This design comes from an exercise in tuning for a short achievable clock period and few clock cycles on the open sky130 flow, not from production work. Only simulation tests tie the RTL to the original design; equivalence was not proved.

--- design/flow/config.mk ---
export PLATFORM = sky130hd
export DESIGN_NAME = armTop
export DESIGN_NICKNAME = armTop
export VERILOG_FILES = /design/flow/design.v
export SDC_FILE = /design/flow/constraint.sdc
export NUM_CORES = 4
export LEC_CHECK = 0
export CAP_MARGIN = 20
export CORE_MARGIN = 2
export CORE_UTILIZATION = 40
export SLEW_MARGIN = 20
--- design/flow/constraint.sdc ---
create_clock -name core_clock -period 13.0 [get_ports {clk}]
set_input_delay 2.6000 -clock core_clock [delete_from_list [all_inputs] [get_ports {clk}]]
set_output_delay 2.6000 -clock core_clock [all_outputs]
set_load 0.01 [all_outputs]
--- design/flow/design.v ---
`timescale 1ns/1ns
package armPkg;
	typedef logic [31:0] wordT;
	typedef logic [3:0] regAddrT;
	typedef logic [3:0] flagsT;
	typedef logic [3:0] condT;
	typedef logic [2:0] aluCtrlT;
	localparam aluCtrlT aluAdd = 3'd0;
	localparam aluCtrlT aluSub = 3'd1;
	localparam aluCtrlT aluAnd = 3'd2;
	localparam aluCtrlT aluOrr = 3'd3;
	localparam aluCtrlT aluEor = 3'd4;
	localparam aluCtrlT aluMul = 3'd5;
	typedef logic [1:0] immSrcT;
	localparam immSrcT immDp     = 2'd0;
	localparam immSrcT immMem    = 2'd1;
	localparam immSrcT immBranch = 2'd2;
	localparam logic [1:0] opDp     = 2'd0;
	localparam logic [1:0] opMem    = 2'd1;
	localparam logic [1:0] opBranch = 2'd2;
	localparam logic [3:0] mulMarker = 4'd9;
	localparam regAddrT pcReg  = 4'd15;
	localparam wordT    pcStep = 32'd4;
	localparam int memWords = 64;
	typedef enum logic [3:0] {
		fetch,
		decode,
		memAdr,
		memRead,
		memWb,
		memWrite,
		executeR,
		executeI,
		aluWb,
		branch,
		unknown
	} fsmStateT;
endpackage
`timescale 1ns/1ns
import armPkg::*;
module alu (
	input  armPkg::wordT    a,
	input  armPkg::wordT    b,
	input  armPkg::aluCtrlT aluControl,
	output armPkg::wordT    result,
	output armPkg::flagsT   flags
);
	logic        isSub;
	logic        isArith;
	armPkg::wordT        condInvB;
	logic [32:0] sum;
	armPkg::wordT        product;
	assign isSub   = (aluControl == aluSub);
	assign isArith = (aluControl == aluAdd) | isSub;
	assign condInvB = isSub ? ~b : b;
	assign sum      = {1'b0, a} + {1'b0, condInvB} + {32'd0, isSub};
	assign product = a * b;
	always_comb begin
		case (aluControl)
			aluAnd:  result = a & b;
			aluOrr:  result = a | b;
			aluEor:  result = a ^ b;
			aluMul:  result = product;
			default: result = sum[31:0];
		endcase
	end
	assign flags[3] = result[31];
	assign flags[2] = (result == '0);
	assign flags[1] = isArith & sum[32];
	assign flags[0] = isArith & ~(a[31] ^ b[31] ^ isSub) & (a[31] ^ sum[31]);
endmodule
`timescale 1ns/1ns
import armPkg::*;
module regFile (
	input  logic            clk,
	input  logic            we,
	input  armPkg::regAddrT ra1,
	input  armPkg::regAddrT ra2,
	input  armPkg::regAddrT wa,
	input  armPkg::wordT    wd,
	input  armPkg::wordT    r15,
	output armPkg::wordT    rd1,
	output armPkg::wordT    rd2
);
	armPkg::wordT regs [15];
	always_ff @(posedge clk) begin
		if (we && (wa != pcReg)) begin
			regs[wa] <= wd;
		end
	end
	assign rd1 = (ra1 == pcReg) ? r15 : regs[ra1];
	assign rd2 = (ra2 == pcReg) ? r15 : regs[ra2];
endmodule
`timescale 1ns/1ns
import armPkg::*;
module datapath (
	input  logic            clk,
	input  logic            reset,
	input  armPkg::wordT    readData,
	input  logic            irWrite,
	input  logic            adrSrc,
	input  logic            aluSrcA,
	input  logic [1:0]      aluSrcB,
	input  logic [1:0]      resultSrc,
	input  armPkg::immSrcT  immSrc,
	input  logic [1:0]      regSrc,
	input  logic            regSrcMul,
	input  armPkg::aluCtrlT aluControl,
	input  logic            pcWrite,
	input  logic            regWrite,
	output armPkg::wordT    adr,
	output armPkg::wordT    writeData,
	output armPkg::wordT    instr,
	output armPkg::flagsT   aluFlags
);
	armPkg::wordT    pc;
	armPkg::wordT    data;
	armPkg::wordT    srcRegA;
	armPkg::wordT    rd1;
	armPkg::wordT    rd2;
	armPkg::wordT    extImm;
	armPkg::wordT    srcA;
	armPkg::wordT    srcB;
	armPkg::wordT    aluResult;
	armPkg::wordT    aluOut;
	armPkg::wordT    result;
	armPkg::regAddrT ra1;
	armPkg::regAddrT ra2;
	armPkg::regAddrT wa;
	always_ff @(posedge clk or posedge reset) begin
		if (reset) begin
			pc    <= '0;
			instr <= '0;
		end else begin
			if (pcWrite) begin
				pc <= result;
			end
			if (irWrite) begin
				instr <= readData;
			end
		end
	end
	always_ff @(posedge clk) begin
		data      <= readData;
		srcRegA   <= rd1;
		writeData <= rd2;
		aluOut    <= aluResult;
	end
	assign adr = adrSrc ? result : pc;
	assign ra1 = regSrc[0] ? pcReg : (regSrcMul ? instr[3:0] : instr[19:16]);
	assign ra2 = regSrc[1] ? instr[15:12] : (regSrcMul ? instr[11:8] : instr[3:0]);
	assign wa  = regSrcMul ? instr[19:16] : instr[15:12];
	regFile u_regFile (
		.clk (clk),
		.we  (regWrite),
		.ra1 (ra1),
		.ra2 (ra2),
		.wa  (wa),
		.wd  (result),
		.r15 (result),
		.rd1 (rd1),
		.rd2 (rd2)
	);
	always_comb begin
		case (immSrc)
			immDp:     extImm = {24'd0, instr[7:0]};
			immMem:    extImm = {20'd0, instr[11:0]};
			immBranch: extImm = {{6{instr[23]}}, instr[23:0], 2'b00};
			default:   extImm = '0;
		endcase
	end
	assign srcA = aluSrcA ? pc : srcRegA;
	always_comb begin
		case (aluSrcB)
			2'b00:   srcB = writeData;
			2'b01:   srcB = extImm;
			default: srcB = pcStep;
		endcase
	end
	alu u_alu (
		.a          (srcA),
		.b          (srcB),
		.aluControl (aluControl),
		.result     (aluResult),
		.flags      (aluFlags)
	);
	always_comb begin
		case (resultSrc)
			2'b00:   result = aluOut;
			2'b01:   result = data;
			default: result = aluResult;
		endcase
	end
endmodule
`timescale 1ns/1ns
import armPkg::*;
module condUnit (
	input  logic          clk,
	input  logic          reset,
	input  armPkg::condT  cond,
	input  armPkg::flagsT aluFlags,
	input  logic [1:0]    flagW,
	input  logic          pcs,
	input  logic          nextPc,
	input  logic          regW,
	input  logic          memW,
	output logic          pcWrite,
	output logic          regWrite,
	output logic          memWrite
);
	armPkg::flagsT      flags;
	logic [1:0] flagWrite;
	logic       condEx;
	logic       condExReg;
	logic       neg;
	logic       zero;
	logic       carry;
	logic       overflow;
	logic       ge;
	assign flagWrite = flagW & {2{condEx}};
	always_ff @(posedge clk or posedge reset) begin
		if (reset) begin
			flags     <= '0;
			condExReg <= 1'b0;
		end else begin
			if (flagWrite[1]) begin
				flags[3:2] <= aluFlags[3:2];
			end
			if (flagWrite[0]) begin
				flags[1:0] <= aluFlags[1:0];
			end
			condExReg <= condEx;
		end
	end
	assign {neg, zero, carry, overflow} = flags;
	assign ge = (neg == overflow);
	always_comb begin
		case (cond)
			4'd0:    condEx = zero;
			4'd1:    condEx = ~zero;
			4'd2:    condEx = carry;
			4'd3:    condEx = ~carry;
			4'd4:    condEx = neg;
			4'd5:    condEx = ~neg;
			4'd6:    condEx = overflow;
			4'd7:    condEx = ~overflow;
			4'd8:    condEx = carry & ~zero;
			4'd9:    condEx = ~(carry & ~zero);
			4'd10:   condEx = ge;
			4'd11:   condEx = ~ge;
			4'd12:   condEx = ~zero & ge;
			4'd13:   condEx = ~(~zero & ge);
			4'd14:   condEx = 1'b1;
			default: condEx = 1'b0;
		endcase
	end
	assign regWrite = regW & condExReg;
	assign memWrite = memW & condExReg;
	assign pcWrite  = (pcs & condExReg) | nextPc;
endmodule
`timescale 1ns/1ns
import armPkg::*;
module controlFsm (
	input  logic            clk,
	input  logic            reset,
	input  armPkg::wordT    instr,
	output logic            irWrite,
	output logic            adrSrc,
	output logic            aluSrcA,
	output logic            regW,
	output logic            memW,
	output logic            nextPc,
	output logic            pcs,
	output logic            regSrcMul,
	output logic [1:0]      aluSrcB,
	output logic [1:0]      resultSrc,
	output armPkg::immSrcT  immSrc,
	output logic [1:0]      regSrc,
	output armPkg::aluCtrlT aluControl,
	output logic [1:0]      flagW
);
	armPkg::fsmStateT   state;
	armPkg::fsmStateT   nextState;
	logic [1:0] op;
	logic [3:0] cmd;
	logic       sBit;
	logic       aluOp;
	logic       isBranch;
	armPkg::regAddrT    dest;
	assign op   = instr[27:26];
	assign cmd  = instr[24:21];
	assign sBit = instr[20];
	assign regSrcMul = (op == opDp) & ~instr[25] & (cmd == 4'b0000)
		& (instr[7:4] == mulMarker);
	always_ff @(posedge clk or posedge reset) begin
		if (reset) begin
			state <= fetch;
		end else begin
			state <= nextState;
		end
	end
	always_comb begin
		case (state)
			fetch:  nextState = decode;
			decode: begin
				case (op)
					opDp:     nextState = instr[25] ? executeI : executeR;
					opMem:    nextState = memAdr;
					opBranch: nextState = branch;
					default:  nextState = unknown;
				endcase
			end
			memAdr:   nextState = instr[20] ? memRead : memWrite;
			memRead:  nextState = memWb;
			executeR: nextState = aluWb;
			executeI: nextState = aluWb;
			default:  nextState = fetch;
		endcase
	end
	always_comb begin
		irWrite   = 1'b0;
		adrSrc    = 1'b0;
		aluSrcA   = 1'b0;
		aluSrcB   = 2'b00;
		resultSrc = 2'b00;
		nextPc    = 1'b0;
		regW      = 1'b0;
		memW      = 1'b0;
		isBranch  = 1'b0;
		aluOp     = 1'b0;
		case (state)
			fetch: begin
				irWrite   = 1'b1;
				aluSrcA   = 1'b1;
				aluSrcB   = 2'b10;
				resultSrc = 2'b10;
				nextPc    = 1'b1;
			end
			decode: begin
				aluSrcA   = 1'b1;
				aluSrcB   = 2'b10;
				resultSrc = 2'b10;
			end
			memAdr:  aluSrcB = 2'b01;
			memRead: adrSrc = 1'b1;
			memWb: begin
				resultSrc = 2'b01;
				regW      = 1'b1;
			end
			memWrite: begin
				adrSrc = 1'b1;
				memW   = 1'b1;
			end
			executeR: aluOp = 1'b1;
			executeI: begin
				aluSrcB = 2'b01;
				aluOp   = 1'b1;
			end
			aluWb: regW = 1'b1;
			branch: begin
				aluSrcB   = 2'b01;
				resultSrc = 2'b10;
				isBranch  = 1'b1;
			end
			default: ;
		endcase
	end
	always_comb begin
		aluControl = aluAdd;
		flagW      = 2'b00;
		if (aluOp) begin
			if (regSrcMul) begin
				aluControl = aluMul;
			end else begin
				case (cmd)
					4'b0100: aluControl = aluAdd;
					4'b0010: aluControl = aluSub;
					4'b0000: aluControl = aluAnd;
					4'b1100: aluControl = aluOrr;
					4'b0001: aluControl = aluEor;
					default: aluControl = aluAdd;
				endcase
			end
			flagW[1] = sBit;
			flagW[0] = sBit & ((aluControl == aluAdd) | (aluControl == aluSub));
		end
	end
	always_comb begin
		case (op)
			opMem:    immSrc = immMem;
			opBranch: immSrc = immBranch;
			default:  immSrc = immDp;
		endcase
	end
	assign regSrc = {op == opMem, op == opBranch};
	assign dest = regSrcMul ? instr[19:16] : instr[15:12];
	assign pcs  = isBranch | (regW & (dest == pcReg));
endmodule
`timescale 1ns/1ns
import armPkg::*;
module armTop (
	input  logic         clk,
	input  logic         reset,
	input  armPkg::wordT readData,
	output armPkg::wordT writeData,
	output armPkg::wordT adr,
	output logic         memWrite
);
	armPkg::wordT    instr;
	armPkg::flagsT   aluFlags;
	logic    irWrite;
	logic    adrSrc;
	logic    aluSrcA;
	logic    regW;
	logic    memW;
	logic    nextPc;
	logic    pcs;
	logic    regSrcMul;
	logic    pcWrite;
	logic    regWrite;
	logic    [1:0] aluSrcB;
	logic    [1:0] resultSrc;
	logic    [1:0] regSrc;
	logic    [1:0] flagW;
	armPkg::immSrcT  immSrc;
	armPkg::aluCtrlT aluControl;
	controlFsm u_controlFsm (
		.clk        (clk),
		.reset      (reset),
		.instr      (instr),
		.irWrite    (irWrite),
		.adrSrc     (adrSrc),
		.aluSrcA    (aluSrcA),
		.regW       (regW),
		.memW       (memW),
		.nextPc     (nextPc),
		.pcs        (pcs),
		.regSrcMul  (regSrcMul),
		.aluSrcB    (aluSrcB),
		.resultSrc  (resultSrc),
		.immSrc     (immSrc),
		.regSrc     (regSrc),
		.aluControl (aluControl),
		.flagW      (flagW)
	);
	condUnit u_condUnit (
		.clk      (clk),
		.reset    (reset),
		.cond     (instr[31:28]),
		.aluFlags (aluFlags),
		.flagW    (flagW),
		.pcs      (pcs),
		.nextPc   (nextPc),
		.regW     (regW),
		.memW     (memW),
		.pcWrite  (pcWrite),
		.regWrite (regWrite),
		.memWrite (memWrite)
	);
	datapath u_datapath (
		.clk        (clk),
		.reset      (reset),
		.readData   (readData),
		.irWrite    (irWrite),
		.adrSrc     (adrSrc),
		.aluSrcA    (aluSrcA),
		.aluSrcB    (aluSrcB),
		.resultSrc  (resultSrc),
		.immSrc     (immSrc),
		.regSrc     (regSrc),
		.regSrcMul  (regSrcMul),
		.aluControl (aluControl),
		.pcWrite    (pcWrite),
		.regWrite   (regWrite),
		.adr        (adr),
		.writeData  (writeData),
		.instr      (instr),
		.aluFlags   (aluFlags)
	);
endmodule
--- design/flow/run.sh ---
#!/bin/bash
# synth_recipe.tcl (not shown) runs the flow's synth.tcl, then flattens the netlist and writes it again
# the make line also repeats each setting of config.mk as NAME=value (left out here)
make -C /OpenROAD-flow-scripts/flow DESIGN_CONFIG=/design/flow/config.mk WORK_HOME=/design/flow/orfs CLKGATE_MAP_FILE= SYNTH_SCRIPT=/design/flow/synth_recipe.tcl finish
==> notes.md <==
final cells by class:
| type | instances | area share [%] |
|---|---|---|
| Inverter | 501 | 3.37 |
| Multi-Input combinational cell | 3364 | 50.6 |
| Clock inverter | 32 | 0.698 |
| Tap cell | 1637 | 3.62 |
| Clock buffer | 92 | 3.32 |
| Antenna cell | 2 | 0.00883 |
| Sequential cell | 681 | 33.2 |
| Timing Repair Buffer | 341 | 5.18 |
metal layers:
layer  share of wire, %  vias up  track usage, %  routed length [µm]
li1                   -    16700               -                   -
met1                 40    19600            37.5               71800
met2                 46     2024            44.7               82300
met3                9.4      386            4.53               16800
met4                4.6        4            11.4                8150
met5              0.010        -               0                  18
cell usage after synthesis (41+ instances only):
cell type  instances
clkbuf_1         210
mux2_2            45
nand3_1           95
ha_1             224
dfxtp_1          128
edfxtp_1         480
buf_1             41
xnor2_1           76
mux2i_1          135
mux4_2           129
nor2_1           512
o22ai_1           67
inv_1            484
and3_1            42
xor2_1            50
dfrtp_1           73
nand2_1          826
a21oi_1          143
o21ai_0          167
a31oi_1           44
fa_1             409
sequential cells by signal (all words and copies together), names as in the netlist:
name                       cells
u_datapath.srcRegA            32
u_datapath.instr              32
u_condUnit.condExReg           1
u_datapath.writeData          32
u_datapath.pc                 32
u_controlFsm.state             4
u_datapath.aluOut             32
u_datapath.u_regFile.regs    480
u_datapath.data               32
u_condUnit.flags               4
cells by family (layout without fill, tap and decap cells):
logic type      count (synthesis)  in the layout  synth area share [%]
flops                         681            681                  37.6
other cells                     0              2                     0
simple gates                 1599           1599                  13.2
mux                           309            309                  9.52
fa+ha+maj                     633            633                  22.0
xor+xnor                      136            136                  2.64
buf+inv                       780            966                  5.99
compound gates                687            687                  9.12
worst min-delay path by stage:
stage / start / endpoint / slack [ps] / cells after the start
finish: u_datapath.pc[15] / u_datapath.pc[15] / 500 / 2
global route: u_datapath.pc[23] / u_datapath.pc[23] / 510 / 2
CTS: u_datapath.pc[16] / u_datapath.pc[16] / 500 / 2
detailed placement: u_datapath.pc[16] / u_datapath.pc[16] / 480 / 2
global placement: u_datapath.pc[27] / u_datapath.pc[27] / 480 / 2
floorplan: u_datapath.instr[28] / u_condUnit.condExReg / 450 / 1
metrics by stage:
step	utilization, %	TNS (ps)	hold slack (ps)	cell area (µm²)
floorplan	-	0	454	50000
global placement	43.4	0	475	53800
detailed placement	43.4	0	481	53800
CTS	45.4	0	495	56200
global route	45.7	-98.1	512	56600
finish	45.7	0	500	56700
repair_timing:
action                                  CTS  global route
buffers inserted                          7            29
hold buffers                              0             0
pin swaps                                 3             9
endpoints found under the setup margin    5            14
cloned                                    0             1
hold endpoints to repair                  0             0
gates resized for setup                  20            37
worst min-delay path, stage by stage, from the launching register on:
cell	delay [ps]
dfrtp_1	360
nand2_1	60
nand2_1	50
cell usage in the layout, fill, tap and decap left out, drive strengths merged, types with 17 or more instances in the layout:
cell	synthesis	routed
mux2i	135	135
clkbuf	210	93
clkdlybuf4s50	0	97
a21o	19	19
clkinv	4	27
o22a	31	31
o211ai	22	22
nand4	17	17
xor2	51	51
a211oi	23	23
o22ai	68	68
and3	43	43
a21oi	145	145
mux2	45	45
buf	69	242
a31oi	45	45
dfrtp	73	73
nor2	513	513
xnor2	76	76
ha	224	224
dfxtp	128	128
nand3	95	95
a311oi	33	33
nand2	827	827
inv	497	493
nor3	25	25
fa	409	409
edfxtp	480	480
mux4	129	129
o21ai	174	174
==> flow_metrics.py <==
metrics = {
    "placed_design": {
        "port_buffers": 98,
        "dp_hpwl_um": 130000,
        "dp_slack_ps": 269,
        "gp_congestion": 1.00,
        "dp.cells": 6486,
    },
    "setup_path": {
        "timing.rr.end": "u_condUnit.flags[2]",
        "rr_startpoint": "u_datapath.instr[27]",
        "slowest_stage": "fa_1",
        "regToRegSetupSlack_ps": 2910,
        "worstSetupStartpoint": "u_controlFsm.state[3]",
        "critPathArrivalTime_ps": 10120,
        "crit_buf_inv": 7,
        "worstPathMaxFanout": 16,
        "critPathCaptureType": "output port",
        "cp-endpoint": "adr[29]",
        "crit_family": "adder cells",
        "cp.depth": 29,
        "r2r_cells": 32,
        "start_kind": "register",
        "slowest_delay_ps": 550,
        "path_common_cell": "fa_1",
        "critPathRequiredTime_ps": 10400,
        "critPathKind": "register to output port",
    },
    "global_route": {
        "grt_pass1_vias": 38500,
        "grt_max_degree": 125,
        "track_usage_pct": 27.8,
        "grt_overflow": 0,
        "antenna_found_initial": 11,
        "grt_pass1_wl_um": 260000,
    },
    "clocking": {
        "clock_latency_ps": 640,
        "cts_root_buf": "clkbuf_16",
        "cts_buffers": 67,
        "cts_tree": "built",
        "cts_sinks": 681,
        "htreeDepth": 3,
        "clk_pin_slew_ps": 60,
        "cts.path.max_buffers": 3,
    },
    "synth": {
        "async_flop_share_pct": 10.7,
        "avgSynthCellArea_um2": 10.4,
        "synth_nets": 5492,
        "synth_top_area_share_pct": 28.8,
        "synthFlopType": "edfxtp_1",
        "syn_inst": 4825,
        "yosys_warnings": 5,
        "synth_edf_count": 480,
        "yosys.cell_types.count": 95,
        "yosys.area.top_type": "edfxtp_1",
        "synth-seq-area-share_pct": 37.6,
        "synthTopCellsByArea": "edfxtp_1, fa_1, nand2_1",
        "synth-seq-cells": 681,
        "syn-cell-area_um2": 50000,
    },
    "cells_and_area": {
        "fin_nets": 5623,
        "fill_cells": 11600,
        "area_delta_synth_final_pct": 13.2,
        "finalNonFillerCells": 6650,
        "multiInputGateArea_um2": 28700,
        "seqCellArea_um2": 18800,
        "drive_gt1_share_pct": 12.8,
    },
    "worst_hold_path": {
        "hold_class": "register to register",
    },
    "sta": {
        "timing.final.ws_setup_ps": 282,
        "period_needed_ps": 12720,
        "max_freq_ghz": 0.0786,
        "fin_crit_sh_pct": 97.8,
        "rsz0062_at_grt": "true",
        "setup_viol": 0,
        "slew_violations": 0,
        "final-hold-violation-count": 0,
        "worstMarginPinSlew_ps": 1150,
        "finalClockSkew_ps": 29.3,
        "relSlewSlack_pct": 22.8,
    },
    "die": {
        "start_util_pct": 40.4,
        "die_h_um": 358,
        "num_io_pins": 99,
        "core_area_um2": 124000,
        "die_x_um": 358,
        "die-area_um2": 128000,
        "num_rows": 129,
    },
    "drt": {
        "ant_nets": 0,
        "drc": 0,
        "via_count": 38700,
        "drt-total-wl_um": 179000,
        "dr.pass1.iters": 6,
        "viasPerCell": 5.82,
        "wl_per_cell_um": 26.9,
        "drt-initial-drc-count": 4454,
    },
    "job": {
        "cap_violations": 0,
    },
    "run_status": {
        "status": "complete, no violations",
    },
}
Testbench counts, summed over its fixed seeds: cycles 409,385.

==> re-timing with driven ports <==
In the flow no input, the clock included, has a driving cell. The finished layout below was timed again as built, in two steps.
Step 1 assumes that a clkbuf_16 drives the clock port and a buf_2 every other input.
Step 2 times the ports against the registers' clock, not the clock port: input delays grow and output delays shrink by t, the midpoint of the rising clock arrivals with the driver on.
Three values: ideal ports, drivers, drivers and shift; two values: the first two.
t, ns: 0.685
slack for setup (ns): 0.282 / 0.220 / 0.905
worst setup path at the end: register to output
clock arrival spread, ns: 0.029 / 0.029
worst slew at a driven data input, ns: 0.04
After both steps this run still meets setup and hold. For this run, drivers alone change the setup slack by -0.062 ns; drivers and shift together by +0.623 ns.
